What follows belongs to an exercise in optimizing a design on an open flow for small area, a short achievable clock period and few clock cycles per item; a production flow would make more cautious choices. In this exercise RTL edits were held to simulation tests only and were not proved equivalent to the original.

## run A
Design cnn_top, start of the top module:
module cnn_top
#(
    parameter int RELU_SHIFT = 4
)
(
    input  logic            clk,
    input  logic            resetn,
    input  logic            weight_tvalid,
    output logic            weight_tready,
    input  cnn_pkg::pixel_t weight_tdata,
    input  logic            image_tvalid,
    output logic            image_tready,
    input  cnn_pkg::pixel_t image_tdata,
    output logic            result_tvalid,
    input  logic            result_tready,
    output cnn_pkg::acc_t   result_tdata,
    output logic            result_tlast
);
Size: roughly 1000 flip-flops, roughly 57 I/O pins, ~62000 µm² of cells after synthesis.
Settings: LEC_CHECK=0, ABC_CLOCK_PERIOD_IN_PS=4400, CAP_MARGIN=20, CORE_MARGIN=2, CORE_UTILIZATION=55, CTS_CLUSTER_DIAMETER=80, CTS_CLUSTER_SIZE=24, SETUP_SLACK_MARGIN=5, SLEW_MARGIN=20; clock period 11.0 ns.
run.sh (not shown) runs the stock make flow with config.mk's settings and CLKGATE_MAP_FILE= SYNTH_SCRIPT=/design/flow/synth_recipe.tcl, a recipe that flattens the netlist after the stock synthesis.
Testbench counts of run A, summed over its fixed seeds: cycles 2,472, images 64.
Inputs modified between run A and run B:
==> flow/flow/run.sh (new file) <==
#!/bin/bash
# The standard layout (standard.sh, unchanged synthesis and steps), with
# one change: the port buffers are buf_2 cells instead of the resizer's
# default choice (a clock delay cell, ~0.6 ns), which shortens every path
# from an input port or to an output port. Every port still gets a buffer.
set -euo pipefail
sed 's|^make -C \([^ ]*\) |make -C \1 BUFFER_PORTS_ARGS="-buffer_cell sky130_fd_sc_hd__buf_2" |' standard.sh > standard_buf.sh
grep -q 'BUFFER_PORTS_ARGS=' standard_buf.sh
bash standard_buf.sh > layout.log 2>&1
==> flow/standard.sh (new file) <==
#!/bin/bash
# synth_recipe.tcl (not shown) runs the flow's synth.tcl, then flattens the netlist and writes it again
# the make line also repeats each setting of config.mk as NAME=value (left out here)
make -C /OpenROAD-flow-scripts/flow DESIGN_CONFIG=/design/flow/config.mk WORK_HOME=/design/flow/orfs CLKGATE_MAP_FILE= SYNTH_SCRIPT=/design/flow/synth_recipe.tcl "${@:-finish}"
removed: flow/run.sh
--- outcome ---
- In the metrics for run A and run B, the one carrying the lower share of the clock period used by the worst path is run B.
- [compare] base=run A new=run B: worst setup slack after placement rose by 0.34 ns, via count of the first global-routing pass now sits higher, number of cells traversed by the worst register-to-register path went down by 1, mux cell area share after synthesis comparable, via density per instance held steady.
- Run B ended up with met5 as its topmost layer with routed signal wires; run A ended up with met4.
### run B -> run C
==> flow/flow/run.sh <==
#!/bin/bash
# The standard layout (standard.sh, unchanged synthesis and steps), with
# two changes: the port buffers are buf_2 cells instead of the resizer's
# default choice (a clock delay cell, ~0.6 ns), which shortens every path
# from an input port or to an output port (every port still gets a buffer);
# and timing repair aims for more setup margin than config.mk may ask for.
set -euo pipefail
sed -e 's|^make -C \([^ ]*\) |make -C \1 BUFFER_PORTS_ARGS="-buffer_cell sky130_fd_sc_hd__buf_2" |' \
    -e 's| SETUP_SLACK_MARGIN=5 | SETUP_SLACK_MARGIN=7.4 |' standard.sh > standard_buf.sh
grep -q 'BUFFER_PORTS_ARGS=' standard_buf.sh
grep -q 'SETUP_SLACK_MARGIN=7.4' standard_buf.sh
bash standard_buf.sh > layout.log 2>&1
Findings:
Run C has completed all stages; timing, DRC and antenna checks passed. Going from run B to run C, the cell area was found to have gone up by 4.1%. Of the two values seen for end of the critical path, result_tdata[19] was produced by run C and u_dot0.r2112 by run B. Run B → run C: wire length went up by 2800 µm, wire length of the first global-routing pass went up by about 1.2%, length of routed met3 wiring went up by about 9%, weighted congestion at the end of routability-driven global placement was more or less identical. [compare] base=run B new=run C: number of cells on the critical path moved down, relative area of non-clock buffer cells in the final design went up by 4.0 points.

========
== main ==
Starting RTL as in the previous note.
==> flow/config.mk <==
export PLATFORM = sky130hd
export DESIGN_NAME = cnn_top
export DESIGN_NICKNAME = cnn_top
export VERILOG_FILES = /design/flow/design.v
export SDC_FILE = /design/flow/constraint.sdc
export NUM_CORES = 4
export LEC_CHECK = 0
export ABC_CLOCK_PERIOD_IN_PS = 4400
export CAP_MARGIN = 20
export CORE_MARGIN = 2
export CORE_UTILIZATION = 55
export CTS_CLUSTER_DIAMETER = 90
export CTS_CLUSTER_SIZE = 27
export SETUP_SLACK_MARGIN = 5
export SLEW_MARGIN = 20
==> flow/constraint.sdc <==
create_clock -name core_clock -period 11.0 [get_ports {clk}]
set_input_delay 2.2000 -clock core_clock [delete_from_list [all_inputs] [get_ports {clk}]]
set_output_delay 2.2000 -clock core_clock [all_outputs]
set_load 0.01 [all_outputs]
standard.sh (not shown) runs the stock make flow with config.mk's settings and CLKGATE_MAP_FILE= SYNTH_SCRIPT=/design/flow/synth_recipe.tcl, a recipe that flattens the netlist after the stock synthesis.
==> flow/flow/run.sh <==
#!/bin/bash
# The standard layout (standard.sh, unchanged synthesis and steps), with
# one change: the port buffers are buf_2 cells instead of the resizer's
# default choice (a clock delay cell, ~0.6 ns), which shortens every path
# from an input port or to an output port. Every port still gets a buffer.
set -euo pipefail
sed 's|^make -C \([^ ]*\) |make -C \1 BUFFER_PORTS_ARGS="-buffer_cell sky130_fd_sc_hd__buf_2" |' standard.sh > standard_buf.sh
grep -q 'BUFFER_PORTS_ARGS=' standard_buf.sh
bash standard_buf.sh > layout.log 2>&1
main has completed all stages; timing, DRC and antenna checks passed.
Testbench counts of main, summed over its fixed seeds: cycles 2,472, images 64.
The following lists how the feature branch was set up differently from main:
==> flow/flow/run.sh <==
#!/bin/bash
# The standard layout (standard.sh, unchanged synthesis and steps), with
# two changes: the port buffers are buf_2 cells instead of the resizer's
# default choice (a clock delay cell, ~0.6 ns), which shortens every path
# from an input port or to an output port (every port still gets a buffer);
# and timing repair aims for more setup margin than config.mk may ask for.
set -euo pipefail
sed -e 's|^make -C \([^ ]*\) |make -C \1 BUFFER_PORTS_ARGS="-buffer_cell sky130_fd_sc_hd__buf_2" |' \
    -e 's| SETUP_SLACK_MARGIN=5 | SETUP_SLACK_MARGIN=7.4 |' standard.sh > standard_buf.sh
grep -q 'BUFFER_PORTS_ARGS=' standard_buf.sh
grep -q 'SETUP_SLACK_MARGIN=7.4' standard_buf.sh
bash standard_buf.sh > layout.log 2>&1
==> comparison <==
From main to the feature branch the numbers moved as follows: hold slack lower, critical path depth lower, area used by multi-input combinational logic higher.
u_dot0.r2062 as the critical path capture point was reported by main, and result_tdata[19] by the feature branch.

what the ideal ports hide:
The results above use ideal ports. As a check the final layouts listed here were re-extracted and re-timed, cells and wires unchanged. Step 1: set_driving_cell puts a clkbuf_16 on clk and a buf_2 on each other input, an assumption about the parent block. Step 2 times the ports against the registers' clock, not the clock port: input delays grow and output delays shrink by t, the midpoint of the rising clock arrivals with the driver on. Slacks: ideal / step 1 / step 2; pairs: ideal / step 1.
run	t, ns	slack for setup (ns)	worst register clock-pin slew, ns	worst slew at a driven data input, ns	cell pins on the clock port's net
run A	0.770	7.009 / 6.935 / 6.700	0.10 / 0.10	0.03	1
run B	0.784	7.203 / 7.203 / 7.084	0.11 / 0.11	0.03	1
run C	0.770	7.412 / 7.340 / 7.112	0.10 / 0.10	0.03	1
main	0.766	7.244 / 7.244 / 7.079	0.11 / 0.11	0.03	1
the feature branch	0.774	7.399 / 7.327 / 7.130	0.12 / 0.12	0.03	1
After both steps every run listed still meets setup and hold. For run A, which loses most, drivers alone change the setup slack by -0.074 ns; drivers and shift together by -0.309 ns.
